What follows belongs to an exercise in optimizing a design on an open flow for small area, a short achievable clock period and few clock cycles; a production flow would make more cautious choices.
Only simulation tests tie the RTL to the original design; equivalence was not proved.

==> flow/run.sh <==
#!/bin/bash
# Standard ORFS layout with three changes, none of which touches the design or
# its constraints:
#  - synthesis leaves adders to ABC instead of extracting them into half/full
#    adder cells (ADDER_MAP_FILE empty), so ABC can optimise the small
#    constant adders and comparators of this design;
#  - the port buffers are buf_2 cells instead of the delay buffer that
#    buffer_ports picks by default;
#  - timing repair aims at the margin given below.
set -euo pipefail
cd "$(dirname "$0")/.."
bash standard.sh ADDER_MAP_FILE= "BUFFER_PORTS_ARGS=-buffer_cell sky130_fd_sc_hd__buf_2" \
    SETUP_SLACK_MARGIN=7.0 finish > make_finish.log 2>&1
==> standard.sh <==
#!/bin/bash
# synth_recipe.tcl (not shown) runs the flow's synth.tcl, then flattens the netlist and writes it again
# the make line also repeats each setting of config.mk as NAME=value (left out here)
make -C /OpenROAD-flow-scripts/flow DESIGN_CONFIG=/design/flow/config.mk WORK_HOME=/design/flow/orfs CLKGATE_MAP_FILE= SYNTH_SCRIPT=/design/flow/synth_recipe.tcl "${@:-finish}"
==> config.mk <==
export PLATFORM = sky130hd
export DESIGN_NAME = sw_align_top
export DESIGN_NICKNAME = sw_align_top
export VERILOG_FILES = /design/flow/design.v
export SDC_FILE = /design/flow/constraint.sdc
export NUM_CORES = 4
export LEC_CHECK = 0
export ABC_AREA = 1
export CAP_MARGIN = 20
export CORE_MARGIN = 2
export CORE_UTILIZATION = 40
export SLEW_MARGIN = 20
==> constraint.sdc <==
create_clock -name core_clock -period 10.0 [get_ports {i_clk}]
set_input_delay 2.0000 -clock core_clock [delete_from_list [all_inputs] [get_ports {i_clk}]]
set_output_delay 2.0000 -clock core_clock [all_outputs]
set_load 0.01 [all_outputs]
==> design.v <==
`default_nettype none
package sw_pkg;
    typedef logic signed [14-1:0] score_t;
    typedef logic [2-1:0] base_t;
    typedef logic [16*2-1:0] query_t;
    typedef logic [10-1:0] pos_t;
    typedef logic [5-1:0] col_t;
    typedef logic [7-1:0] hval_t;
    typedef logic [16*7-1:0] hvec_t;
endpackage
`default_nettype wire
`default_nettype none
module symbol_intake (
    input  wire                i_clk,
    input  wire                i_rst,
    input  wire                i_start,
    input  wire                i_done,
    input  wire                i_sym_req,
    input  wire sw_pkg::base_t i_sym,
    input  wire                i_sym_last,
    output logic               o_sym_ack,
    output logic               o_busy,
    output logic               o_busy_i,    
    output logic               o_start_q,
    output logic               o_step,
    output sw_pkg::base_t      o_step_base,
    output logic               o_last_step
);
    logic run;       
    logic start_ok;
    logic accept;
    assign start_ok = i_start && !o_busy_i;
    assign accept   = run && i_sym_req && !o_sym_ack;
    always_ff @(posedge i_clk or posedge i_rst) begin
        if (i_rst) begin
            o_busy      <= 1'b0;
            o_busy_i    <= 1'b0;
            run         <= 1'b0;
            o_sym_ack   <= 1'b0;
            o_start_q   <= 1'b0;
            o_step      <= 1'b0;
            o_last_step <= 1'b0;
        end else begin
            o_start_q   <= start_ok;
            o_step      <= accept;
            o_last_step <= accept && i_sym_last;
            if (start_ok) begin
                o_busy   <= 1'b1;
                o_busy_i <= 1'b1;
            end else if (i_done) begin
                o_busy   <= 1'b0;
                o_busy_i <= 1'b0;
            end
            if (start_ok) begin
                run <= 1'b1;
            end else if (accept && i_sym_last) begin
                run <= 1'b0;
            end
            o_sym_ack <= accept || (o_sym_ack && i_sym_req);
        end
    end
    always_ff @(posedge i_clk) begin
        o_step_base <= i_sym;
    end
endmodule
`default_nettype wire
`default_nettype none
module pe_cell #(
    parameter int C  = 1,
    parameter int HB = 2,    
    parameter int DB = 1,    
    parameter int FB = 0,    
    parameter int FW = 1     
) (
    input  wire sw_pkg::base_t   i_a,
    input  wire sw_pkg::base_t   i_b,
    input  wire [DB-1:0]         i_h_diag,
    input  wire [HB-1:0]         i_h_top,
    input  wire [FW-1:0] i_f_top,
    output logic [HB-1:0]        o_h,
    output logic [FW-1:0] o_f
);
    localparam int W = HB + 1;
    logic [W-1:0] diag;
    logic [W-1:0] h_diag;
    logic [W-1:0] f_ext;
    logic [W-1:0] f_open;
    logic [W-1:0] top;
    logic [W-1:0] f_new;
    always_comb begin
        diag = W'(i_h_diag);
        top  = W'(i_h_top);
        if (i_a == i_b) begin
            h_diag = diag + W'(2);
        end else if (diag > W'(-(-3))) begin
            h_diag = diag - W'(-(-3));
        end else begin
            h_diag = '0;
        end
        f_ext  = '0;
        f_open = '0;
        f_new  = '0;
        if (FB > 0) begin
            f_ext  = (W'(i_f_top) > W'(-(-1))) ? W'(i_f_top) - W'(-(-1)) : '0;
            f_open = (top > W'(-(-12))) ? top - W'(-(-12)) : '0;
            f_new  = (f_ext > f_open) ? f_ext : f_open;
        end
        o_f = f_new[FW-1:0];
        o_h = (f_new > h_diag) ? f_new[HB-1:0] : h_diag[HB-1:0];
    end
endmodule
`default_nettype wire
`default_nettype none
module pe_array (
    input  wire                 i_clk,
    input  wire                 i_rst,
    input  wire                 i_start,
    input  wire                 i_query_load,
    input  wire sw_pkg::query_t i_query,
    input  wire                 i_step,
    input  wire sw_pkg::base_t  i_step_base,
    input  wire                 i_last_step,
    output sw_pkg::hvec_t       o_h_scores,
    output logic                o_valid,
    output logic                o_last
);
    localparam int N = 16;
    localparam int W = 7;
    sw_pkg::query_t query_q;
    sw_pkg::hval_t  h  [N+1];    
    logic [4:0]     z  [N+1];    
    logic [4:0]     pm [N+1];    
    logic           v1;
    logic           l1;
    assign h[0] = '0;
    assign z[0] = '0;
    localparam int KL = 7;
    localparam int KH = 15;
    logic gt [KL:KH][KL:KH];     
    always_comb begin
        for (int a = KL; a <= KH; a++) begin
            for (int b = KL; b <= KH; b++) begin
                gt[a][b] = (z[a] > z[b]);
            end
        end
    end
    always_comb begin
        for (int c = 0; c <= N; c++) pm[c] = '0;
        for (int c = 8; c <= N; c++) begin
            for (int k = KL; k <= KH; k++) begin
                if (k >= (14 + c) / 3 && k < c) begin
                    logic win;
                    win = 1'b1;
                    for (int j = KL; j <= KH; j++) begin
                        if (j >= (14 + c) / 3 && j < c) begin
                            if (j < k) win = win & !gt[j][k];
                            if (j > k) win = win & gt[k][j];
                        end
                    end
                    pm[c] = pm[c] | (win ? z[k] : 5'd0);
                end
            end
        end
    end
    genvar gc;
    generate
        for (gc = 1; gc <= N; gc++) begin : g_col
            localparam int HB = $clog2(2 * gc + 1);
            localparam int DB = (gc == 1) ? 1 : $clog2(2 * gc - 1);
            localparam int FB = (2 * gc - 12 <= 0) ? 0 : $clog2(2 * gc - 11);
            localparam int FW = (FB > 0) ? FB : 1;
            logic [HB-1:0] hq;
            logic [HB-1:0] h1;
            logic [HB-1:0] h2;
            logic [FW-1:0] f1;
            logic [FW-1:0] fq;
            pe_cell #(.C(gc), .HB(HB), .DB(DB), .FB(FB), .FW(FW)) u_cell (
                .i_a      (query_q[(gc-1)*2 +: 2]),
                .i_b      (i_step_base),
                .i_h_diag (h[gc-1][DB-1:0]),
                .i_h_top  (hq),
                .i_f_top  (fq),
                .o_h      (h1),
                .o_f      (f1)
            );
            assign h[gc] = W'(hq);
            assign z[gc] = (7'(hq) + 7'(gc) >= 7'd20) ? 5'(7'(hq) + 7'(gc) - 7'd19) : 5'd0;
            if (gc >= 8) begin : g_gap
                logic [6:0] e;
                logic [6:0] thr;
                assign e   = 7'(pm[gc]) + 7'd8 - 7'(gc);
                assign thr = 7'(hq) + 7'(gc - 8);
                assign h2  = (7'(pm[gc]) > thr) ? e[HB-1:0] : hq;
            end else begin : g_nogap
                assign h2 = hq;
            end
            if (gc == 1) begin : g_h1
                logic hb;
                always_ff @(posedge i_clk) begin
                    if (i_start) hb <= 1'b0;
                    else if (i_step) hb <= h1[1];
                end
                assign hq = {hb, 1'b0};
            end else begin : g_h
                always_ff @(posedge i_clk) begin
                    if (i_start) hq <= '0;
                    else if (i_step) hq <= h1;
                    else hq <= h2;
                end
            end
            if (FB == 0) begin : g_nof
                assign fq = '0;
            end else begin : g_f
                always_ff @(posedge i_clk) begin
                    if (i_start) fq <= '0;
                    else if (i_step) fq <= f1;
                end
            end
            assign o_h_scores[(gc-1)*W +: W] = h[gc];
        end
    endgenerate
    always_ff @(posedge i_clk) begin
        if (i_query_load) query_q <= i_query;
    end
    always_ff @(posedge i_clk or posedge i_rst) begin
        if (i_rst) begin
            v1      <= 1'b0;
            l1      <= 1'b0;
            o_valid <= 1'b0;
            o_last  <= 1'b0;
        end else begin
            v1      <= i_step;
            l1      <= i_last_step;
            o_valid <= v1;
            o_last  <= l1;
        end
    end
endmodule
`default_nettype wire
`default_nettype none
module wavefront_max (
    input  wire                     i_clk,
    input  wire                     i_rst,
    input  wire sw_pkg::hvec_t      i_h_scores,
    input  wire sw_pkg::hval_t      i_best,
    input  wire                     i_valid,
    input  wire                     i_last,
    output logic [1:0]              o_row_key,
    output logic [5-2:0]    o_row_idx,     
    output logic                    o_valid,
    output logic                    o_last
);
    localparam int N     = 16;
    localparam int NODES = 2 * N - 1;
    localparam int W     = 7;
    logic [1:0]               node_key [NODES];
    logic [5-2:0]     node_idx [NODES];
    always_comb begin
        for (int k = 0; k < N; k++) begin
            sw_pkg::hval_t hk;
            logic [1:0]    dk;
            hk = i_h_scores[k*W +: W];
            dk = hk[1:0] - i_best[1:0];
            node_key[N-1+k] = (hk >= i_best) ? dk + 2'd1 : 2'd0;
            node_idx[N-1+k] = (5-1)'(k);
        end
        for (int k = N - 2; k >= 0; k--) begin
            if (node_key[2*k+2] >= node_key[2*k+1]) begin
                node_key[k] = node_key[2*k+2];
                node_idx[k] = node_idx[2*k+2];
            end else begin
                node_key[k] = node_key[2*k+1];
                node_idx[k] = node_idx[2*k+1];
            end
        end
    end
    always_ff @(posedge i_clk or posedge i_rst) begin
        if (i_rst) begin
            o_valid <= 1'b0;
            o_last  <= 1'b0;
        end else begin
            o_valid <= i_valid;
            o_last  <= i_last;
        end
    end
    always_ff @(posedge i_clk) begin
        if (i_valid) begin
            o_row_key <= node_key[0];
            o_row_idx <= node_idx[0];
        end
    end
endmodule
`default_nettype wire
`default_nettype none
module score_max_tracker (
    input  wire                  i_clk,
    input  wire                  i_rst,
    input  wire                  i_start,
    input  wire [1:0]            i_row_key,
    input  wire [5-2:0]  i_row_idx,     
    input  wire                  i_valid,
    input  wire                  i_last,
    output sw_pkg::hval_t        o_best,
    output sw_pkg::score_t       o_max_score,
    output sw_pkg::pos_t         o_max_row,
    output sw_pkg::col_t         o_max_col,
    output logic                 o_done,
    output logic                 o_done_d
);
    logic [5-2:0]   delta;
    sw_pkg::pos_t           row;
    sw_pkg::hval_t          score_q;     
    logic                   win;
    assign win = i_row_key[1] || (i_row_key[0] && (i_row_idx >= delta));
    assign o_max_score = sw_pkg::score_t'(score_q);
    assign o_done_d    = i_valid && i_last;
    always_ff @(posedge i_clk or posedge i_rst) begin
        if (i_rst) begin
            o_done <= 1'b0;
        end else begin
            o_done <= o_done_d;
        end
    end
    always_ff @(posedge i_clk) begin
        if (i_start) begin
            o_best  <= '0;
            score_q <= '0;
            delta  <= '0;
            row    <= sw_pkg::pos_t'(1);
        end else if (i_valid) begin
            row <= row + 1'b1;
            if (win) begin
                o_best    <= o_best + sw_pkg::hval_t'(i_row_key) - 1'b1;
                score_q   <= o_best + sw_pkg::hval_t'(i_row_key) - 1'b1;
                delta     <= i_row_idx;
                o_max_row <= row;
                o_max_col <= sw_pkg::col_t'(i_row_idx) + 1'b1;
            end else if (delta != '0) begin
                delta <= delta - 1'b1;
            end
        end
    end
endmodule
`default_nettype wire
`default_nettype none
module sw_align_top (
    input  wire                 i_clk,
    input  wire                 i_rst,
    input  wire                 i_start,
    input  wire sw_pkg::query_t i_query,
    input  wire                 i_sym_req,
    input  wire sw_pkg::base_t  i_sym,
    input  wire                 i_sym_last,
    output logic                o_sym_ack,
    output logic                o_busy,
    output logic                o_done,
    output sw_pkg::score_t      o_max_score,
    output sw_pkg::pos_t        o_max_row,
    output sw_pkg::col_t        o_max_col
);
    logic               start_q;
    logic               busy_i;
    logic               done_d;
    logic               step;
    sw_pkg::base_t      step_base;
    logic               last_step;
    sw_pkg::hvec_t      h_scores;
    logic               h_valid;
    logic               h_last;
    sw_pkg::hval_t      best;
    logic [1:0]         row_key;
    logic [5-2:0] row_idx;
    logic               row_valid;
    logic               row_last;
    symbol_intake u_intake (
        .i_clk        (i_clk),
        .i_rst        (i_rst),
        .i_start      (i_start),
        .i_done       (done_d),
        .i_sym_req    (i_sym_req),
        .i_sym        (i_sym),
        .i_sym_last   (i_sym_last),
        .o_sym_ack    (o_sym_ack),
        .o_busy       (o_busy),
        .o_busy_i     (busy_i),
        .o_start_q    (start_q),
        .o_step       (step),
        .o_step_base  (step_base),
        .o_last_step  (last_step)
    );
    pe_array u_array (
        .i_clk        (i_clk),
        .i_rst        (i_rst),
        .i_start      (start_q),
        .i_query_load (!busy_i),
        .i_query      (i_query),
        .i_step       (step),
        .i_step_base  (step_base),
        .i_last_step  (last_step),
        .o_h_scores   (h_scores),
        .o_valid      (h_valid),
        .o_last       (h_last)
    );
    wavefront_max u_wave_max (
        .i_clk        (i_clk),
        .i_rst        (i_rst),
        .i_h_scores   (h_scores),
        .i_best       (best),
        .i_valid      (h_valid),
        .i_last       (h_last),
        .o_row_key    (row_key),
        .o_row_idx    (row_idx),
        .o_valid      (row_valid),
        .o_last       (row_last)
    );
    score_max_tracker u_tracker (
        .i_clk        (i_clk),
        .i_rst        (i_rst),
        .i_start      (start_q),
        .i_row_key    (row_key),
        .i_row_idx    (row_idx),
        .i_valid      (row_valid),
        .i_last       (row_last),
        .o_best       (best),
        .o_max_score  (o_max_score),
        .o_max_row    (o_max_row),
        .o_max_col    (o_max_col),
        .o_done       (o_done),
        .o_done_d     (done_d)
    );
endmodule
`default_nettype wire
==> flow_metrics.env, run 1 <==
export IMPL_status="complete, no violations"
export IMPL_critPathCaptureType="flip-flop"
export IMPL_area_growth_pct=25.0
export IMPL_synth_cell_type_count=64
export IMPL_path_clk_slew_ps=90
export IMPL_crit_fanout=8
export IMPL_reg2reg_slack_ps=6740
export IMPL_core_rowCount=81
export IMPL_required_ps=10420
export IMPL_syn_area_sq_mm=0.0197
export IMPL_postSynthCellCount=3496
export IMPL_r2r_end="u_array.g_col[13].hq[2]"
export IMPL_holdWs_ps=350
export IMPL_diodes=0
export IMPL_cts_tree="yes"
export IMPL_timing_final_crit_period_ps=3260
export IMPL_wl_per_cell_um=16.3
export IMPL_root_buffer="clkbuf_16"
export IMPL_rsz0062_at_grt="yes"
export IMPL_cp_slowest_cell="dfxtp_4"
export IMPL_cts_sinks=196
export IMPL_start_util_pct=40.4
export IMPL_vias_per_cell=5.41
export IMPL_async_flop_share_pct=6.63
export IMPL_worstPathArrival_ps=3680
export IMPL_grt_pass1_wl_um=109000
export IMPL_port_buffers=63
export IMPL_nets=3749
export IMPL_synth_warnings=30
export IMPL_core_sq_mm=0.0487
export IMPL_finalSetupViolCount=0
export IMPL_synth_edf_count=53
export IMPL_die_y_um=226
export IMPL_yosys_most_used_dff="dfxtp_1"
export IMPL_cp_start_kind="flip-flop"
export IMPL_hp_class="flip-flop to flip-flop"
export IMPL_period_share_pct=32.6
export IMPL_ctsLongestPathBuffers=2
export IMPL_drc_errors=0
export IMPL_numCtsBuffers=17
export IMPL_die_area_sq_mm=0.0510
export IMPL_h_tree_depth=4
export IMPL_grt_pass1_vias=20900
export IMPL_detail_route_antenna_nets=0
export IMPL_critPathKind="flip-flop to flip-flop"
export IMPL_cp_endpoint="u_array.g_col[13].hq[2]"
export IMPL_r2r_cells=25
export IMPL_ios=71
export IMPL_max_slew_margin_rel_pct=34.7
export IMPL_drv_slew=0
export IMPL_num_fill_cells=5027
export IMPL_layout_drive_gt1_share_pct=21.6
export IMPL_critPathLaunch="u_array.g_col[10].hq[1]"
export IMPL_overflow=0
export IMPL_cts_hold_buf=0
export IMPL_syn_avg_cell_area_sq_um=5.63
export IMPL_dr_total_vias=23700
export IMPL_timing_fmax_mhz=307
export IMPL_globalRouteTotalUtil_pct=27.1
export IMPL_tightest_slew_ps=980
export IMPL_seq_area_frac_synth_pct=23.0
export IMPL_die_x_um=226
export IMPL_ys_seq_elements=196
export IMPL_maxCapViolCount=0
export IMPL_grt_max_degree=86
export IMPL_hold_viol_final=0
export IMPL_fin_setup_tns_ps=0
export IMPL_timing_rr_start="u_array.g_col[10].hq[1]"
export IMPL_antenna_found_initial=0
export IMPL_dpl_hpwl_um=49000
export IMPL_place_congestion=1.03
export IMPL_slowest_delay_ps=450
export IMPL_worst_skew_pair_late_latency_ps=500
export IMPL_clock_skew_ps=15.9
export IMPL_drtPass1Iterations=8
export IMPL_drt_iter0_markers=2489
export IMPL_wirelength_um=71700
metrics by stage:
step                setup slack, ps  util [%]  cell area, sq um  std cells
CTS                            6880      48.0             23400       4333
floorplan                      7260         -             19700       3502
detailed placement             6050      41.9             20400       4132
global route                   6550      50.5             24600       4387
finish                         6740      50.5             24600       4387
global placement               6040      41.8             20400       4132
repair_timing:
item / 4_1_cts / 5_1_grt
pin swaps: 84 / 85
buffers inserted: 164 / 54
resized for setup: 329 / 239
setup endpoints to repair: 76 / 74
gates cloned: 5 / 0
how the worst min path moves through the flow:
stage                    startpoint                end  slack (ps)  cells past startpoint
2_1_floorplan  u_intake.o_last_step         u_array.l1         330                      0
6_report                 u_array.v1    u_array.o_valid         350                      0
5_1_grt                  u_array.v1    u_array.o_valid         370                      0
3_5_place_dp             u_array.v1    u_array.o_valid         340                      0
4_1_cts                  u_array.v1    u_array.o_valid         350                      0
3_3_place_gp         u_array.o_last  u_wave_max.o_last         330                      0
cells in the mapped netlist (7+ instances only):
master | n | area, sq um
a21oi_1 | 194 | 971
a22oi_1 | 11 | 82.6
a31oi_1 | 22 | 138
buf_1 | 9 | 33.8
buf_2 | 33 | 165
buf_4 | 21 | 158
clkbuf_1 | 41 | 154
clkinv_1 | 7 | 26.3
dfrtp_1 | 13 | 325
dfxtp_1 | 130 | 2600
edfxtp_1 | 53 | 1590
inv_1 | 470 | 1760
inv_2 | 55 | 206
nand2_1 | 1015 | 3810
nand2_2 | 36 | 225
nand2_4 | 8 | 90.1
nand3_1 | 223 | 1120
nand3_2 | 11 | 110
nand3b_1 | 14 | 105
nand4_1 | 43 | 269
nor2_1 | 463 | 1740
nor2_2 | 19 | 119
nor2_4 | 8 | 90.1
nor3_1 | 35 | 175
o211ai_1 | 46 | 345
o21ai_0 | 276 | 1380
o21ai_1 | 30 | 150
o221ai_1 | 8 | 70.1
o22ai_1 | 53 | 332
xnor2_1 | 42 | 368
xor2_1 | 20 | 175
registers in the layout (all words and copies together), names as in the netlist, 5 cells and up:
signal and cells:
u_array.g_col.fq 39, u_array.g_col.hq 67, u_array.query_q 32, u_tracker.o_max_col 5, u_tracker.o_max_row 10, u_tracker.row 10
u_tracker.score_q 7
final cells by class:
class	instances	area (sq um)	share of cell area (%)
repair buffers	295	2330	9.48
well taps	664	831	3.38
multi-input cells	2667	14000	56.8
clock buffers	18	429	1.74
inverters	532	2160	8.77
clock inverters	14	170	0.692
repair inverters	1	7.51	0.0305
flip-flops and latches	196	4690	19.1
critical path: cells and delay by family (launching register included):
kind	cells	cell delay, ps
AND/OR/NAND/NOR	15	1470
buffers and inverters	6	730
AO/OA/AOI/OAI	4	520
flip-flops	1	450
per-layer routing:
| layer | vias up | global-route usage [%] | wire length (um) |
|---|---|---|---|
| met5 | - | 0 | 0 |
| met4 | 0 | 11.7 | 3510 |
| met3 | 261 | 5.56 | 6610 |
| met2 | 1077 | 42.1 | 31200 |
| met1 | 10600 | 36.2 | 30400 |
| li1 | 11800 | - | - |
cells by family after synthesis:
logic type,count (synthesis),synth area share (%)
other,1,0.0190
buffers and inverters,643,13.0
AO/OA/AOI/OAI,691,19.9
AND/OR/NAND/NOR,1903,41.3
XOR/XNOR,62,2.76
flip-flops,196,23.0
layout by cell type, fill, tap and decap left out, types with 28 or more instances in the layout:
master,instances
nand3_1,194
buf_2,56
a21oi_1,182
nand2_2,82
nand4_1,43
inv_1,441
nor2_2,39
nand3_2,28
dfxtp_1,77
xnor2_1,42
inv_2,45
o21ai_1,59
nand2_4,44
o21ai_0,226
dfxtp_4,40
nor2_4,30
o211ai_1,46
nor2_1,422
o22ai_1,46
buf_4,199
edfxtp_1,53
nand2_1,926
nor3_1,30
Testbench counts, summed over its fixed seeds: cycles 102,964.
==> run 2: changes to the inputs <==
--- a/flow/run.sh
+++ b/flow/run.sh
@@ -10,4 +10,4 @@
 set -euo pipefail
 cd "$(dirname "$0")/.."
 bash standard.sh ADDER_MAP_FILE= "BUFFER_PORTS_ARGS=-buffer_cell sky130_fd_sc_hd__buf_2" \
-    SETUP_SLACK_MARGIN=7.0 finish > make_finish.log 2>&1
+    SETUP_SLACK_MARGIN=6.5 finish > make_finish.log 2>&1
==> run 2 against run 1 <==
Against the previous run: still clean; global-route usage down 1.4 points; core utilization down 4.7 points; register-to-register slack worse by 80 ps; non-clock buffer count down 140; clock skew down 1.5 ps; critical endpoint is now o_max_score[1].
==> flow_metrics.env, run 2 <==
export IMPL_core_sq_mm=0.0487
export IMPL_final_cell_mix="nand2_1, nor2_1, inv_1"
export IMPL_dpl_hpwl_um=49000
export IMPL_hp_class="flip-flop to flip-flop"
export IMPL_hold_viol_final=0
export IMPL_grt_max_degree=86
export IMPL_yosysTopAreaCell="nand2_1"
export IMPL_drv_slew=0
export IMPL_design_area_sq_mm=0.0223
export IMPL_largest_reg_flops=67
export IMPL_multi_input_area_sq_mm=0.0130
export IMPL_crit_buf_inv=2
export IMPL_die_y_um=226
export IMPL_finalSetupViolCount=0
export IMPL_syn_area_sq_mm=0.0197
export IMPL_top_register="u_array.g_col.hq"
export IMPL_period_share_pct=33.9
export IMPL_synth_warnings=30
export IMPL_max_slew_margin_rel_pct=37.2
export IMPL_die_x_um=226
export IMPL_die_area_sq_mm=0.0510
export IMPL_wirelength_um=67000
export IMPL_wl_per_cell_um=15.8
export IMPL_yosys_most_used_dff="dfxtp_1"
export IMPL_num_fill_cells=5303
export IMPL_slowest_delay_ps=500
export IMPL_cts_sinks=196
export IMPL_ios=71
export IMPL_holdWs_ps=350
export IMPL_vias_per_cell=5.30
export IMPL_syn_avg_cell_area_sq_um=5.63
export IMPL_root_buffer="clkbuf_16"
export IMPL_antenna_found_initial=0
export IMPL_ys_seq_elements=196
export IMPL_rsz0062_at_grt="yes"
export IMPL_crit_family="flip-flops"
export IMPL_yosysMostFrequentCell="nand2_1"
export IMPL_diodes=0
export IMPL_place_congestion=1.03
export IMPL_seq_area_frac_synth_pct=23.0
export IMPL_worstPathCellList="buf_6 > buf_2"
export IMPL_postSynthCellCount=3496
export IMPL_grt_pass1_vias=19600
export IMPL_nets=3608
export IMPL_area_growth_pct=13.4
export IMPL_synth_common_cells="nand2_1, inv_1, nor2_1"
export IMPL_core_rowCount=81
export IMPL_overflow=0
export IMPL_grt_pass1_wl_um=104000
export IMPL_placed_area_sq_mm=0.0204
export IMPL_cp_start_kind="flip-flop"
export IMPL_detail_route_antenna_nets=0
export IMPL_seqCellArea_sq_mm=0.00464
export IMPL_drtPass1Iterations=8
export IMPL_fin_util_pct=45.8
export IMPL_synth_cell_type_count=64
export IMPL_top_regs="u_array.g_col.hq x67, u_array.g_col.fq x39, u_array.query_q x32"
export IMPL_dr_total_vias=22500
export IMPL_h_tree_depth=4
export IMPL_required_ps=8000
export IMPL_globalRouteTotalUtil_pct=25.6
export IMPL_layout_drive_gt1_share_pct=13.2
export IMPL_crit_fanout=19
export IMPL_numCtsBuffers=17
export IMPL_critPathKind="flip-flop to primary output"
export IMPL_worst_skew_pair_late_latency_ps=500
export IMPL_timing_final_crit_period_ps=3390
export IMPL_yosys_top_cells_area="nand2_1, dfxtp_1, inv_1"
export IMPL_synthDominantCellAreaShare_pct=19.4
export IMPL_port_buffers=63
export IMPL_tightest_slew_ps=942
export IMPL_fin_setup_tns_ps=0
export IMPL_timing_fmax_mhz=295
export IMPL_ctsLongestPathBuffers=2
export IMPL_maxCapViolCount=0
export IMPL_worstPathArrival_ps=1390
export IMPL_cts_hold_buf=0
export IMPL_final_common_cell="nand2_1"
export IMPL_start_util_pct=40.4
export IMPL_reg2reg_slack_ps=6660
export IMPL_cp_slowest_cell="dfxtp_4"
export IMPL_status="complete, no violations"
export IMPL_async_flop_share_pct=6.63
export IMPL_synth_edf_count=53
export IMPL_drc_errors=0
export IMPL_drt_iter0_markers=2353
export IMPL_clock_skew_ps=14.4
export IMPL_critPathCaptureType="primary output"
export IMPL_path_clk_slew_ps=80
export IMPL_cts_tree="yes"
-- run 2: per-stage QoR --
step           setup slack (ps)  instances
2_1_floorplan              7260       3502
3_3_place_gp               6040       4132
3_5_place_dp               6050       4132
4_1_cts                    6440       4167
5_1_grt                    6410       4246
6_report                   6610       4246
-- run 2: cell type report --
| type | instances | share of cell area (%) |
|---|---|---|
| multi-input combinational | 2666 | 58.4 |
| sequential | 196 | 20.8 |
| inverter | 532 | 9.37 |
| timing repair buffer | 155 | 4.99 |
| tap | 664 | 3.72 |
| clock buffer | 18 | 1.92 |
| clock inverter | 14 | 0.762 |
| timing repair inverter | 1 | 0.0336 |
-- run 2: metal layers --
layer,track usage [%],routed length [um],up-vias
met4,8.97,2240,0
met2,40.4,29100,849
met1,35.1,30400,10000
met3,4.50,5220,172
li1,-,-,11500
met5,0,0,-
-- run 2: final timing paths --
path	startpoint	endpoint	depth (start not counted)
max	u_tracker.score_q[1]	o_max_score[1]	2
min	u_array.v1	u_array.o_valid	0
max reg2reg	u_array.g_col[10].hq[1]	u_array.g_col[16].hq[4]	28
min reg2reg	u_array.v1	u_array.o_valid	0
max in group asynchronous	i_rst	u_intake.o_step	2
min in group asynchronous	i_rst	u_intake.o_last_step	2
-- run 2: logic make-up after synthesis --
group	after synthesis	synth area share [%]
AND/OR/NAND/NOR	1903	41.3
flip-flops	196	23.0
other	1	0.0190
AO/OA/AOI/OAI	691	19.9
buffers and inverters	643	13.0
XOR/XNOR	62	2.76
-- run 2: timing repair --
item | CTS | global route
gates resized for setup | 35 | 170
hold endpoints to repair | 0 | 0
setup endpoints to repair | 44 | 52
pin swaps | 0 | 16
cloned | 1 | 3
buffers inserted | 2 | 76
==> run 3: changes to the inputs <==
==> flow/run.sh (replaced) <==
#!/bin/bash
# Standard ORFS layout with these changes, none of which touches the design or
# its constraints:
#  - synthesis leaves adders to ABC instead of extracting them into half/full
#    adder cells (ADDER_MAP_FILE empty), so ABC can optimise the small
#    constant adders and comparators of this design;
#  - ABC maps for area only (a copy of ORFS's scripts folder whose
#    abc_area.script is "strash; dch; map -a; topo"), leaving sizing and
#    buffering to OpenROAD's timing repair;
#  - the port buffers are buf_2 cells instead of the delay buffer that
#    buffer_ports picks by default;
#  - timing repair aims at the margin given below.
# make's output goes to make_finish.log; each ORFS step logs to orfs/logs/.
set -euo pipefail
cd "$(dirname "$0")/.."
rm -rf scripts_abc
cp -r "$FLOW_HOME/scripts" scripts_abc
printf 'strash\ndch\nmap -a\ntopo\n' > scripts_abc/abc_area.script
bash standard.sh ADDER_MAP_FILE= "SCRIPTS_DIR=$PWD/scripts_abc" \
    "BUFFER_PORTS_ARGS=-buffer_cell sky130_fd_sc_hd__buf_2" \
    SETUP_SLACK_MARGIN=6.5 finish > make_finish.log 2>&1
==> run 3 against run 2 <==
Against the previous run: via count shrank 4.5%; sequential share of layout area decreased by 0.52 points; critical endpoint is now u_array.g_col[12].hq[3]; still clean on timing, DRC and antenna; hold slack better by 4.2 ps; cell count fell by 13%; critical path depth is 28 higher.
==> flow_metrics.env, run 3 <==
export IMPL_status="complete, no violations"
export IMPL_yosysTopAreaCell="dfxtp_1"
export IMPL_grt_pass1_wl_um=104000
export IMPL_critPathKind="flip-flop to flip-flop"
export IMPL_overflow=0
export IMPL_yosys_most_used_dff="dfxtp_1"
export IMPL_largest_reg_flops=67
export IMPL_hold_viol_final=0
export IMPL_seq_area_frac_synth_pct=26.7
export IMPL_wirelength_um=67400
export IMPL_core_sq_mm=0.0419
export IMPL_final_common_cell="nor2_1"
export IMPL_holdWs_ps=354
export IMPL_finalSetupViolCount=0
export IMPL_required_ps=10430
export IMPL_timing_final_crit_period_ps=4290
export IMPL_fin_setup_tns_ps=0
export IMPL_dr_total_vias=21500
export IMPL_dpl_hpwl_um=45500
export IMPL_grt_pass1_vias=19500
export IMPL_period_share_pct=42.9
export IMPL_rsz0062_at_grt="yes"
export IMPL_design_area_sq_mm=0.0229
export IMPL_maxCapViolCount=0
export IMPL_detail_route_antenna_nets=0
export IMPL_drtPass1Iterations=8
export IMPL_cp_slowest_cell="dfxtp_4"
export IMPL_async_flop_share_pct=6.63
export IMPL_path_clk_slew_ps=80
export IMPL_crit_top_cell="nor2_4"
export IMPL_ctsLongestPathBuffers=2
export IMPL_top_regs="u_array.g_col.hq x67, u_array.g_col.fq x39, u_array.query_q x32"
export IMPL_num_fill_cells=4074
export IMPL_cts_sinks=196
export IMPL_wl_per_cell_um=18.3
export IMPL_placed_area_sq_mm=0.0186
export IMPL_cp_start_kind="flip-flop"
export IMPL_antenna_found_initial=0
export IMPL_layout_drive_gt1_share_pct=26.2
export IMPL_synth_warnings=30
export IMPL_h_tree_depth=4
export IMPL_port_buffers=63
export IMPL_die_y_um=210
export IMPL_drt_iter0_markers=2041
export IMPL_cts_tree="yes"
export IMPL_postSynthCellCount=2820
export IMPL_ys_seq_elements=196
export IMPL_max_slew_margin_rel_pct=27.3
export IMPL_globalRouteTotalUtil_pct=29.6
export IMPL_numCtsBuffers=17
export IMPL_hp_class="flip-flop to flip-flop"
export IMPL_worst_skew_pair_late_latency_ps=510
export IMPL_syn_area_sq_mm=0.0169
export IMPL_synth_cell_type_count=54
export IMPL_place_congestion=1.06
export IMPL_area_growth_pct=35.0
export IMPL_worstPathArrival_ps=4710
export IMPL_drv_slew=0
export IMPL_core_rowCount=75
export IMPL_dp_cells=3440
export IMPL_nets=3163
export IMPL_final_cell_mix="nor2_1, nand2_1, clkinv_1"
export IMPL_fin_cells=3676
export IMPL_crit_fanout=8
export IMPL_yosys_top_cells_area="dfxtp_1, nor2_1, clkinv_1"
export IMPL_top_register="u_array.g_col.hq"
export IMPL_slowest_delay_ps=400
export IMPL_drc_errors=0
export IMPL_tightest_slew_ps=1080
export IMPL_clock_skew_ps=13.7
export IMPL_die_x_um=210
export IMPL_critPathCaptureType="flip-flop"
export IMPL_synthDominantCellAreaShare_pct=15.4
export IMPL_timing_fmax_mhz=233
export IMPL_synth_edf_count=53
export IMPL_grt_max_degree=64
export IMPL_root_buffer="clkbuf_16"
export IMPL_ios=71
export IMPL_yosysMostFrequentCell="nor2_1"
export IMPL_vias_per_cell=5.85
export IMPL_syn_avg_cell_area_sq_um=6.00
export IMPL_reg2reg_slack_ps=5710
export IMPL_die_area_sq_mm=0.0440
export IMPL_start_util_pct=40.5
export IMPL_diodes=0
export IMPL_synth_common_cells="nor2_1, clkinv_1, nand2_1"
[run 3: cell count changes after synthesis, moves of 38 or more]
cell / previous run / this run
nor3_1: 35 / 79
a21oi_1: 194 / 264
nand4_1: 43 / 4
o22ai_1: 53 / 106
inv_1: 470 / 0
clkbuf_1: 41 / 0
nand3_1: 223 / 51
inv_2: 55 / 0
nor2_1: 463 / 664
a211oi_1: 5 / 43
clkinv_1: 7 / 448
nand2_1: 1015 / 368
[run 3: per-stage QoR]
| step | setup slack [ps] | util [%] |
|---|---|---|
| floorplan | 6000 | - |
| global placement | 4840 | 44.4 |
| detailed placement | 4840 | 44.4 |
| CTS | 5910 | 51.0 |
| global route | 5450 | 54.6 |
| finish | 5710 | 54.6 |
[run 3: layout make-up]
| class | count | area [sq um] | area share (%) |
|---|---|---|---|
| Multi-Input combinational cell | 2176 | 12700 | 55.5 |
| Clock buffer | 17 | 425 | 1.86 |
| Timing Repair Buffer | 284 | 2160 | 9.47 |
| Clock inverter | 15 | 221 | 0.969 |
| Timing Repair inverter | 1 | 5.00 | 0.0219 |
| Inverter | 448 | 2050 | 8.97 |
| Sequential cell | 196 | 4630 | 20.3 |
| Tap cell | 539 | 674 | 2.95 |
[run 3: per-layer routing]
metal | vias up | GRT usage, % | part of all wire [%]
li1 | 10400 | - | -
met1 | 9918 | 38.7 | 42
met2 | 961 | 47.7 | 45
met3 | 240 | 4.61 | 8.3
met4 | 0 | 14.5 | 4.8
met5 | - | 0 | 0
[run 3: final timing paths]
path | startpoint | to | depth (start not counted)
setup / recovery | u_array.g_col[9].hq[1] | u_array.g_col[12].hq[3] | 30
hold / removal | u_intake.o_last_step | u_array.l1 | 0
setup reg to reg | u_array.g_col[9].hq[1] | u_array.g_col[12].hq[3] | 30
hold reg to reg | u_intake.o_last_step | u_array.l1 | 0
max in group asynchronous | i_rst | u_intake.o_step | 2
min in group asynchronous | i_rst | u_array.o_valid | 2
[run 3: worst max-delay path, delay by kind of cell (launching register included)]
kind	cells	cell delay, ps
AO/OA/AOI/OAI	7	780
buffers and inverters	9	1020
flip-flops	1	400
AND/OR/NAND/NOR	14	1980
[run 3: cell families after synthesis]
| kind of cell | count (synthesis) | share of synthesized area [%] |
|---|---|---|
| compound gates | 922 | 32.4 |
| mux | 2 | 0.118 |
| simple gates | 1199 | 28.2 |
| flops | 196 | 26.7 |
| xor+xnor | 42 | 2.17 |
| other cells | 1 | 0.0221 |
| fa+ha+maj | 3 | 0.177 |
| buf+inv | 455 | 10.2 |
[run 3: repair_timing]
action                                  CTS  global route
resized for setup                       324           255
gates cloned                              1             2
endpoints found under the setup margin   51            49
setup buffers                           128            73
hold buffers                              0             0
pin swaps                                90            96
==> run 4: changes to the inputs <==
==> flow/run.sh (replaced) <==
#!/bin/bash
# Standard ORFS layout with these changes, none of which touches the design or
# its constraints:
#  - synthesis leaves adders to ABC instead of extracting them into half/full
#    adder cells (ADDER_MAP_FILE empty), so ABC can optimise the small
#    constant adders and comparators of this design;
#  - ABC restructures and maps for area only (a copy of ORFS's scripts
#    folder whose abc_area.script runs &deepsyn for 60 s, then
#    "dch; map -a; topo"), leaving sizing and buffering to OpenROAD's
#    timing repair;
#  - the port buffers are buf_2 cells instead of the delay buffer that
#    buffer_ports picks by default;
#  - timing repair aims at the margin given below.
# make's output goes to make_finish.log; each ORFS step logs to orfs/logs/.
set -euo pipefail
cd "$(dirname "$0")/.."
rm -rf scripts_abc
cp -r "$FLOW_HOME/scripts" scripts_abc
printf 'strash\n&get -n\n&deepsyn -T 60\n&put\ndch\nmap -a\ntopo\n' > scripts_abc/abc_area.script
bash standard.sh ADDER_MAP_FILE= "SCRIPTS_DIR=$PWD/scripts_abc" \
    "BUFFER_PORTS_ARGS=-buffer_cell sky130_fd_sc_hd__buf_2" \
    SETUP_SLACK_MARGIN=6.5 finish > make_finish.log 2>&1
==> run 4 against run 3 <==
Against the previous run: still clean on timing, DRC and antenna; synthesized cell count shrank 19%; critical path depth down 8; highest routed layer unchanged.
==> flow_metrics.env, run 4 <==
export IMPL_status="complete, no violations"
export IMPL_crit_fanout=13
export IMPL_root_buffer="clkbuf_16"
export IMPL_yosys_area_share_adder_pct=0.275
export IMPL_drv_slew=0
export IMPL_worstPathArrival_ps=4310
export IMPL_hp_start="u_array.l1"
export IMPL_die_area_sq_mm=0.0379
export IMPL_critPathKind="flip-flop to flip-flop"
export IMPL_largest_reg_flops=67
export IMPL_top_register="u_array.g_col.hq"
export IMPL_vias_per_cell=5.86
export IMPL_start_util_pct=40.7
export IMPL_numCtsBuffers=17
export IMPL_grt_max_degree=57
export IMPL_ios=71
export IMPL_postSynthCellCount=2285
export IMPL_timing_final_crit_period_ps=3950
export IMPL_tightest_slew_ps=877
export IMPL_muxShareOfSynthArea_pct=0
export IMPL_timing_fmax_mhz=253
export IMPL_core_sq_mm=0.0357
export IMPL_path_clk_slew_ps=80
export IMPL_final_cell_mix="nor2_1, nand2_1, clkinv_1"
export IMPL_globalRouteTotalUtil_pct=28.4
export IMPL_drt_iter0_markers=1717
export IMPL_synth_cell_type_count=44
export IMPL_hold_viol_final=0
export IMPL_synth_top_family_by_area="compound AO/OA/AOI/OAI gates"
export IMPL_cts_hold_buf=0
export IMPL_wl_per_cell_um=18.4
export IMPL_yosys_top_cells_area="dfxtp_1, nor2_1, edfxtp_1"
export IMPL_num_fill_cells=3582
export IMPL_reg2reg_slack_ps=6050
export IMPL_cts_tree="yes"
export IMPL_syn_avg_cell_area_sq_um=6.37
export IMPL_worst_skew_pair_late_latency_ps=480
export IMPL_synth_compound_area_share_pct=32.4
export IMPL_maxCapViolCount=0
export IMPL_crit_family="compound AO/OA/AOI/OAI gates"
export IMPL_async_flop_share_pct=6.63
export IMPL_critPathLaunch="u_array.g_col[13].hq[1]"
export IMPL_worstPathCellList="clkinv_8 > nor2_1 > nor2_2 > nor2_4 > buf_4 > buf_4 > o221ai_1 > o21ai_1 > clkinv_1 > nor2_4 > o2111ai_4 > buf_6 > a21oi_4 > nand2_1 > o21a_1 > buf_4 > o211ai_1 > nand2_1 > nor2_2 > nor2_2 > inv_2 > o22ai_2"
export IMPL_cts_sinks=196
export IMPL_period_share_pct=39.5
export IMPL_critPathCaptureType="flip-flop"
export IMPL_place_congestion=1.02
export IMPL_area_growth_pct=27.5
export IMPL_timing_rr_start="u_array.g_col[13].hq[1]"
export IMPL_grt_pass1_vias=16100
export IMPL_synthDominantCellAreaShare_pct=17.9
export IMPL_finalSetupViolCount=0
export IMPL_yosys_most_used_dff="dfxtp_1"
export IMPL_drtPass1Iterations=6
export IMPL_rsz0062_at_grt="yes"
export IMPL_overflow=0
export IMPL_synthXorXnorAreaFrac_pct=2.23
export IMPL_yosysTopAreaCell="dfxtp_1"
export IMPL_synth_simple_area_share_pct=23.7
export IMPL_final_common_cell="nor2_1"
export IMPL_yosysMostFrequentCell="nor2_1"
export IMPL_cp_start_kind="flip-flop"
export IMPL_die_y_um=195
export IMPL_die_x_um=195
export IMPL_fin_util_pct=51.9
export IMPL_synth_common_cells="nor2_1, clkinv_1, nand2_1"
export IMPL_antenna_found_initial=1
export IMPL_cp_slowest_cell="dfxtp_4"
export IMPL_core_rowCount=69
export IMPL_required_ps=10360
export IMPL_detail_route_antenna_nets=0
export IMPL_fin_setup_tns_ps=0
export IMPL_layout_drive_gt1_share_pct=23.4
export IMPL_clock_skew_ps=17.2
export IMPL_h_tree_depth=4
export IMPL_synth_warnings=30
export IMPL_synth_edf_count=53
export IMPL_seq_area_frac_synth_pct=31.0
export IMPL_ctsLongestPathBuffers=2
export IMPL_max_slew_margin_rel_pct=41.2
export IMPL_slowest_delay_ps=410
export IMPL_dr_total_vias=17500
export IMPL_top_regs="u_array.g_col.hq x67, u_array.g_col.fq x39, u_array.query_q x32"
export IMPL_nets=2548
export IMPL_crit_buf_inv=7
export IMPL_drc_errors=0
export IMPL_wirelength_um=55000
export IMPL_grt_pass1_wl_um=86100
export IMPL_dpl_hpwl_um=38800
export IMPL_hp_class="flip-flop to flip-flop"
export IMPL_port_buffers=63
export IMPL_syn_area_sq_mm=0.0146
export IMPL_ys_seq_elements=196
## run 4: worst reg2reg max path: stages, from the launching register on
cell	delay (ps)
dfxtp_4	410
clkinv_8	120
nor2_1	200
nor2_2	90
nor2_4	160
buf_4	150
buf_4	210
o221ai_1	130
o21ai_1	210
clkinv_1	190
nor2_4	180
o2111ai_4	230
buf_6	210
a21oi_4	180
nand2_1	80
o21a_1	150
buf_4	140
o211ai_1	240
nand2_1	150
nor2_2	180
nor2_2	70
inv_2	90
o22ai_2	70
## run 4: layout make-up
class	instances	area (sq um)	area share, %
Antenna cell	1	2.50	0.0135
Clock inverter	15	159	0.856
Tap cell	461	577	3.11
Inverter	386	1680	9.02
Multi-Input combinational cell	1702	9670	52.1
Clock buffer	17	425	2.29
Timing Repair Buffer	206	1430	7.71
Sequential cell	196	4620	24.9
## run 4: cells by family after synthesis
| kind of cell | count (synthesis) |
|---|---|
| simple gates | 871 |
| compound gates | 783 |
| buf+inv | 393 |
| flops | 196 |
| xor+xnor | 37 |
| fa+ha+maj | 4 |
| other cells | 1 |
## run 4: what timing repair did
action / in CTS / in global routing
pin swaps: 54 / 59
resized for setup: 271 / 159
endpoints found under the setup margin: 76 / 38
gates cloned: 0 / 0
endpoints found under the hold margin: 0 / 0
setup buffers: 77 / 53
## run 4: path summary, 6_finish.rpt
path | cells past startpoint | end
max | 22 | u_array.g_col[15].hq[3]
min | 0 | u_array.o_last
max reg2reg | 22 | u_array.g_col[15].hq[3]
min reg2reg | 0 | u_array.o_last
max in group asynchronous | 2 | u_intake.o_start_q
min in group asynchronous | 2 | u_wave_max.o_valid
## run 4: routing by layer
metal | share of wire [%] | global-route usage, % | routed length (um)
met5 | 0 | 0 | 0
met4 | 3.6 | 10.3 | 1980
met3 | 7.8 | 5.38 | 4290
met2 | 45 | 46.2 | 24900
met1 | 43 | 37.6 | 23800
## run 4: through the flow
stage               cell area (sq um)  instances  hold slack, ps  setup WS (ps)
finish                          18600       2984             348           6050
global route                    18600       2984             359           5900
CTS                             17700       2930             351           6220
detailed placement              15800       2821             337           4770
global placement                15800       2821             332           4850
floorplan                       14900       2291             331           6440
==> run 5: changes to the inputs <==
==> flow/run.sh (replaced) <==
#!/bin/bash
# Standard ORFS layout with these changes, none of which touches the design or
# its constraints:
#  - synthesis leaves adders to ABC instead of extracting them into half/full
#    adder cells (ADDER_MAP_FILE empty), so ABC can optimise the small
#    constant adders and comparators of this design;
#  - ABC restructures and maps for area only (a copy of ORFS's scripts
#    folder whose abc_area.script runs &deepsyn for 60 s, then ORFS's
#    own area script: "dch; map -B 0.9; topo; stime; buffer; upsize;
#    dnsize");
#  - the port buffers are buf_2 cells instead of the delay buffer that
#    buffer_ports picks by default;
#  - timing repair aims at the margin given below.
# make's output goes to make_finish.log; each ORFS step logs to orfs/logs/.
set -euo pipefail
cd "$(dirname "$0")/.."
rm -rf scripts_abc
cp -r "$FLOW_HOME/scripts" scripts_abc
printf 'strash\n&get -n\n&deepsyn -T 60\n&put\ndch\nmap -B 0.9\ntopo\nstime -c\nbuffer -c\nupsize -c\ndnsize -c\n' > scripts_abc/abc_area.script
bash standard.sh ADDER_MAP_FILE= "SCRIPTS_DIR=$PWD/scripts_abc" \
    "BUFFER_PORTS_ARGS=-buffer_cell sky130_fd_sc_hd__buf_2" \
    SETUP_SLACK_MARGIN=6.0 finish > make_finish.log 2>&1
==> run 5 against run 4 <==
Against the previous run: count of clock-buffer cells in the layout rose by 1; register-to-register slack improved by 290 ps; global-route usage fell by 0.55 points; clock skew fell by 0.55 ps; sequential share of layout area rose by 0.63 points; cell count rose by 7.7%; synthesized area rose by 13%; maximum frequency rose by 6.5%; core utilization fell by 8.4 points; critical path type is now flip-flop to primary output; highest routed layer unchanged.
==> flow_metrics.env, run 5 <==
export IMPL_die_x_um=207
export IMPL_ctsLongestPathBuffers=2
export IMPL_crit_fanout=22
export IMPL_worstPathCellList="buf_2"
export IMPL_r2r_end="u_array.g_col[16].hq[2]"
export IMPL_synth_cell_type_count=66
export IMPL_diodes=0
export IMPL_nets=2709
export IMPL_syn_area_sq_mm=0.0164
export IMPL_core_sq_mm=0.0406
export IMPL_muxShareOfSynthArea_pct=0.0610
export IMPL_syn_avg_cell_area_sq_um=6.21
export IMPL_final_common_cell="nand2_1"
export IMPL_fin_setup_tns_ps=0
export IMPL_yosys_top_cells_area="nand2_1, dfxtp_1, edfxtp_1"
export IMPL_fin_cells=3215
export IMPL_cp_depth=1
export IMPL_synth_compound_area_share_pct=20.0
export IMPL_postCtsSetupBuffers=0
export IMPL_globalRouteTotalUtil_pct=27.8
export IMPL_core_rowCount=74
export IMPL_tightest_slew_ps=945
export IMPL_largest_reg_flops=67
export IMPL_top_register="u_array.g_col.hq"
export IMPL_drt_iter0_markers=1830
export IMPL_cts_tree="yes"
export IMPL_finalSetupViolCount=0
export IMPL_numCtsBuffers=17
export IMPL_drv_slew=0
export IMPL_dp_cells=3183
export IMPL_antenna_found_initial=0
export IMPL_synthDominantCellAreaShare_pct=16.5
export IMPL_cp_endpoint="o_max_score[0]"
export IMPL_overflow=0
export IMPL_max_slew_margin_rel_pct=36.9
export IMPL_final_cell_mix="nand2_1, inv_1, nor2_1"
export IMPL_h_tree_depth=4
export IMPL_layout_drive_gt1_share_pct=9.73
export IMPL_critPathKind="flip-flop to primary output"
export IMPL_start_util_pct=40.4
export IMPL_timing_final_crit_period_ps=3710
export IMPL_ys_seq_elements=196
export IMPL_hp_class="flip-flop to flip-flop"
export IMPL_seq_area_frac_synth_pct=27.5
export IMPL_root_buffer="clkbuf_16"
export IMPL_maxCapViolCount=0
export IMPL_path_clk_slew_ps=70
export IMPL_yosysTopAreaCell="nand2_1"
export IMPL_synthXorXnorAreaFrac_pct=3.68
export IMPL_synth_common_cells="nand2_1, inv_1, nor2_1"
export IMPL_port_buffers=63
export IMPL_hold_viol_final=0
export IMPL_cts_sinks=196
export IMPL_worstPathArrival_ps=1710
export IMPL_detail_route_antenna_nets=0
export IMPL_r2r_cells=19
export IMPL_cp_start_kind="flip-flop"
export IMPL_place_congestion=1.04
export IMPL_async_flop_share_pct=6.63
export IMPL_crit_buf_inv=1
export IMPL_drtPass1Iterations=6
export IMPL_vias_per_cell=5.68
export IMPL_die_y_um=207
export IMPL_synth_simple_area_share_pct=38.1
export IMPL_rsz0062_at_grt="no"
export IMPL_cts_hold_buf=0
export IMPL_cp_slowest_cell="dfxtp_1"
export IMPL_worst_skew_pair_late_latency_ps=510
export IMPL_grt_pass1_vias=16900
export IMPL_critPathCaptureType="primary output"
export IMPL_yosysMostFrequentCell="nand2_1"
export IMPL_dr_total_vias=18300
export IMPL_required_ps=8000
export IMPL_slowest_delay_ps=940
export IMPL_grt_max_degree=53
export IMPL_timing_rr_start="u_array.g_col[15].hq[2]"
export IMPL_wirelength_um=58800
export IMPL_critPathLaunch="u_tracker.score_q[0]"
export IMPL_synth_edf_count=53
export IMPL_timing_fmax_mhz=269
export IMPL_postSynthCellCount=2644
export IMPL_status="complete, no violations"
export IMPL_yosys_most_used_dff="dfxtp_1"
export IMPL_period_share_pct=37.1
export IMPL_die_area_sq_mm=0.0427
export IMPL_wl_per_cell_um=18.3
export IMPL_reg2reg_slack_ps=6340
export IMPL_synth_warnings=30
export IMPL_ios=71
export IMPL_synth_top_family_by_area="simple AND/OR/NAND/NOR gates"
export IMPL_yosys_area_share_adder_pct=0
export IMPL_clock_skew_ps=16.7
export IMPL_drc_errors=0
export IMPL_dpl_hpwl_um=43800
export IMPL_area_growth_pct=7.95
export IMPL_top_regs="u_array.g_col.hq x67, u_array.g_col.fq x39, u_array.query_q x32"
export IMPL_crit_family="flip-flops"
export IMPL_grt_pass1_wl_um=91800
run 5: logic make-up after synthesis:
family                    after synthesis
and+or+nand+nor                      1397
AOI/OAI and AO/OA                     550
buffers and inverters                 430
DFF                                   196
xor gates and xnor gates               69
muxes                                   1
other                                   1
run 5: worst min path at each step:
stage / depth (start not counted) / slack (ps) / to / startpoint
after floorplan: 0 / 330 / u_array.l1 / u_intake.o_last_step
after global placement: 0 / 330 / u_array.l1 / u_intake.o_last_step
after detailed placement: 0 / 340 / u_array.o_valid / u_array.v1
after CTS: 0 / 360 / u_array.o_valid / u_array.v1
after global routing: 0 / 370 / u_array.l1 / u_intake.o_last_step
final: 0 / 360 / u_array.l1 / u_intake.o_last_step
run 5: layout make-up:
type                    instances  area (sq um)
inverters                     349          1320
clock buffers                  18           429
repair buffers                 82           458
flip-flops and latches        196          4520
clock inverters                14           125
well taps                     532           666
multi-input cells            2024         10200
fillers                      4303         22900
run 5: stage by stage:
step / area [sq um] / utilization, % / hold WS [ps] / setup WS (ps)
after floorplan: 16400 / - / 331 / 7480
after global placement: 17200 / 42.2 / 334 / 6280
after detailed placement: 17200 / 42.2 / 337 / 6290
after CTS: 17700 / 43.6 / 361 / 6230
after global routing: 17700 / 43.6 / 368 / 6030
final: 17700 / 43.6 / 358 / 6290
run 5: repair_timing:
item | CTS | global route
endpoints found under the setup margin | 0 | 4
resized for setup | 0 | 1
hold endpoints to repair | 0 | 0
run 5: per-layer routing:
layer | GRT usage, % | up-vias | share of wire (%)
met4 | 12.0 | 0 | 3.4
li1 | - | 8882 | -
met5 | 0 | - | 0
met2 | 44.8 | 703 | 45
met3 | 4.63 | 128 | 6.6
met1 | 36.8 | 8557 | 45
==> run 6: changes to the inputs <==
--- a/flow/run.sh
+++ b/flow/run.sh
@@ -19,4 +19,4 @@
 printf 'strash\n&get -n\n&deepsyn -T 60\n&put\ndch\nmap -B 0.9\ntopo\nstime -c\nbuffer -c\nupsize -c\ndnsize -c\n' > scripts_abc/abc_area.script
 bash standard.sh ADDER_MAP_FILE= "SCRIPTS_DIR=$PWD/scripts_abc" \
     "BUFFER_PORTS_ARGS=-buffer_cell sky130_fd_sc_hd__buf_2" \
-    SETUP_SLACK_MARGIN=6.0 finish > make_finish.log 2>&1
+    SETUP_SLACK_MARGIN=7.0 finish > make_finish.log 2>&1
==> run 6 against run 5 <==
Against the previous run: global-route usage up 0.29 points; maximum frequency up 21%; register-to-register slack better by 760 ps; core utilization up 3.1 points; non-clock buffer count grew 71; design area increased by 7.1%; synthesized area did not move; critical path type unchanged.
==> flow_metrics.env, run 6 <==
export IMPL_status="complete, no violations"
export IMPL_synth_warnings=30
export IMPL_largest_reg_flops=67
export IMPL_critPathCaptureType="primary output"
export IMPL_period_share_pct=30.7
export IMPL_synth_edf_count=53
export IMPL_dpl_hpwl_um=43800
export IMPL_worstPathCellList="buf_12 > buf_6"
export IMPL_wl_per_cell_um=18.4
export IMPL_tightest_slew_ps=705
export IMPL_hp_class="flip-flop to flip-flop"
export IMPL_die_y_um=207
export IMPL_max_slew_margin_rel_pct=52.5
export IMPL_ys_seq_elements=196
export IMPL_seq_area_frac_synth_pct=27.5
export IMPL_cts_tree="yes"
export IMPL_fin_util_pct=46.7
export IMPL_postSynthCellCount=2644
export IMPL_drt_iter0_markers=1869
export IMPL_synthDominantCellAreaShare_pct=16.5
export IMPL_synth_compound_area_share_pct=20.0
export IMPL_start_util_pct=40.4
export IMPL_clock_skew_ps=17.5
export IMPL_fin_cells=3288
export IMPL_final_common_cell="nand2_1"
export IMPL_root_buffer="clkbuf_16"
export IMPL_cts_sinks=196
export IMPL_muxShareOfSynthArea_pct=0.0610
export IMPL_vias_per_cell=5.67
export IMPL_timing_final_crit_period_ps=3070
export IMPL_globalRouteTotalUtil_pct=28.1
export IMPL_wirelength_um=60300
export IMPL_syn_avg_cell_area_sq_um=6.21
export IMPL_fin_setup_tns_ps=0
export IMPL_synth_simple_area_share_pct=38.1
export IMPL_synth_top_family_by_area="simple AND/OR/NAND/NOR gates"
export IMPL_grt_pass1_wl_um=92600
export IMPL_final_cell_mix="nand2_1, inv_1, nor2_1"
export IMPL_nets=2782
export IMPL_maxCapViolCount=0
export IMPL_critPathKind="flip-flop to primary output"
export IMPL_detail_route_antenna_nets=0
export IMPL_dp_cells=3183
export IMPL_yosys_top_cells_area="nand2_1, dfxtp_1, edfxtp_1"
export IMPL_yosysMostFrequentCell="nand2_1"
export IMPL_diodes=0
export IMPL_synth_common_cells="nand2_1, inv_1, nor2_1"
export IMPL_top_regs="u_array.g_col.hq x67, u_array.g_col.fq x39, u_array.query_q x32"
export IMPL_core_sq_mm=0.0406
export IMPL_multi_input_area_sq_mm=0.0105
export IMPL_top_register="u_array.g_col.hq"
export IMPL_hold_viol_final=0
export IMPL_core_rowCount=74
export IMPL_grt_pass1_vias=17000
export IMPL_slowest_delay_ps=340
export IMPL_seqCellArea_sq_mm=0.00464
export IMPL_drv_slew=0
export IMPL_antenna_found_initial=0
export IMPL_drc_errors=0
export IMPL_hp_start="u_intake.o_last_step"
export IMPL_required_ps=8000
export IMPL_async_flop_share_pct=6.63
export IMPL_min_path_cells=0
export IMPL_h_tree_depth=4
export IMPL_synthXorXnorAreaFrac_pct=3.68
export IMPL_r2r_cells=17
export IMPL_layout_drive_gt1_share_pct=16.4
export IMPL_cp_start_kind="flip-flop"
export IMPL_holdWs_ps=358
export IMPL_worstPathArrival_ps=1070
export IMPL_port_buffers=63
export IMPL_worst_skew_pair_late_latency_ps=510
export IMPL_area_growth_pct=15.6
export IMPL_holdPathEnd="u_array.l1"
export IMPL_finalSetupViolCount=0
export IMPL_die_area_sq_mm=0.0427
export IMPL_overflow=0
export IMPL_drtPass1Iterations=6
export IMPL_dr_total_vias=18600
export IMPL_rsz0062_at_grt="yes"
export IMPL_r2r_end="u_array.g_col[16].hq[2]"
export IMPL_yosysTopAreaCell="nand2_1"
export IMPL_cp_slowest_cell="dfxtp_2"
export IMPL_numCtsBuffers=17
export IMPL_ctsLongestPathBuffers=2
export IMPL_yosys_area_share_adder_pct=0
export IMPL_yosys_most_used_dff="dfxtp_1"
export IMPL_num_fill_cells=4225
export IMPL_syn_area_sq_mm=0.0164
export IMPL_place_congestion=1.04
export IMPL_reg2reg_slack_ps=7100
export IMPL_synth_cell_type_count=66
export IMPL_timing_rr_start="u_array.g_col[11].hq[0]"
export IMPL_ios=71
export IMPL_crit_fanout=2
export IMPL_grt_max_degree=54
export IMPL_timing_fmax_mhz=326
export IMPL_die_x_um=207
export IMPL_path_clk_slew_ps=70
run 6: cell counts after synthesis:
No cell type changed its count.
run 6: worst max path at each step:
stage	startpoint	end	slack, ps	cells after the start
after detailed placement	u_tracker.score_q[4]	u_wave_max.o_row_idx[0]	6290	16
after CTS	u_tracker.score_q[2]	o_max_score[2]	6900	2
after global routing	u_tracker.score_q[2]	o_max_score[2]	6900	2
after global placement	u_tracker.score_q[4]	u_wave_max.o_row_idx[1]	6280	16
after floorplan	u_tracker.score_q[2]	u_wave_max.o_row_idx[1]	7480	18
final	u_tracker.score_q[2]	o_max_score[2]	6930	2
run 6: final cells by class:
class                   instances  share of cell area (%)
flip-flops and latches        196                    24.5
repair buffers                153                    5.97
repair inverters                1                  0.0264
clock inverters                14                   0.660
multi-input cells            2025                    55.6
inverters                     349                    7.54
well taps                     532                    3.51
clock buffers                  18                    2.26
run 6: through the flow:
| stage | area, sq um | setup slack [ps] |
|---|---|---|
| detailed placement | 17200 | 6290 |
| global route | 19000 | 6900 |
| finish | 19000 | 6930 |
| CTS | 18000 | 6900 |
| global placement | 17200 | 6280 |
| floorplan | 16400 | 7480 |
run 6: cells by family (layout without fill, tap and decap cells):
kind of cell              count (synthesis)  count (layout)
xor gates and xnor gates                 69              69
and+or+nand+nor                        1397            1398
muxes                                     1               1
DFF                                     196             196
other                                     1               7
AOI/OAI and AO/OA                       550             550
buffers and inverters                   430             535
run 6: what timing repair did:
item                                    CTS  global route
cloned                                    1             1
resized for setup                        69           169
endpoints found under the setup margin   64            64
pin swaps                                 0            20
buffers inserted                         15            56
hold buffers                              0             0
run 6: critical path, delay by kind of cell, from the launching register on:
family	cells	cell delay, ps
buffers and inverters	2	230
DFF	1	340
run 6: routing by layer:
layer | up-vias | GRT usage (%) | share of wire, %
met5 | - | 0 | 0
met4 | 0 | 12.0 | 3.6
met3 | 137 | 4.77 | 7.4
met2 | 782 | 45.3 | 45
met1 | 8686 | 37.1 | 44
li1 | 9044 | - | -

==> static timing again, ports no longer ideal <==
No port has a modelled driver above. Below, the same layouts with a new extraction and two added sets of constraints. Step 1: set_driving_cell puts a clkbuf_16 on i_clk and a buf_2 on each other input, an assumption about the parent block. Step 2 moves the port delays by t, midway between the first and last clock arrival at a register: inputs arrive t later, outputs are due t later. That takes back most of the time a late clock gives input paths. Three values: ideal ports, drivers, drivers and shift; two values: the first two.
| run | t (ns) | setup slack, ns | worst register clock-pin slew, ns | worst data-port slew with drivers (ns) | cell pins on the clock port's net |
|---|---|---|---|---|---|
| run 1 | 0.558 | 6.739 / 6.739 / 6.739 | 0.09 / 0.09 | 0.04 | 1 |
| run 2 | 0.550 | 6.610 / 6.548 / 6.660 | 0.08 / 0.08 | 0.04 | 1 |
| run 3 | 0.560 | 5.712 / 5.712 / 5.712 | 0.09 / 0.09 | 0.07 | 1 |
| run 4 | 0.525 | 6.048 / 6.048 / 6.048 | 0.09 / 0.09 | 0.04 | 1 |
| run 5 | 0.558 | 6.289 / 6.227 / 6.336 | 0.08 / 0.08 | 0.04 | 1 |
| run 6 | 0.559 | 6.934 / 6.875 / 7.103 | 0.08 / 0.08 | 0.04 | 1 |
After both steps every run listed still meets setup and hold.
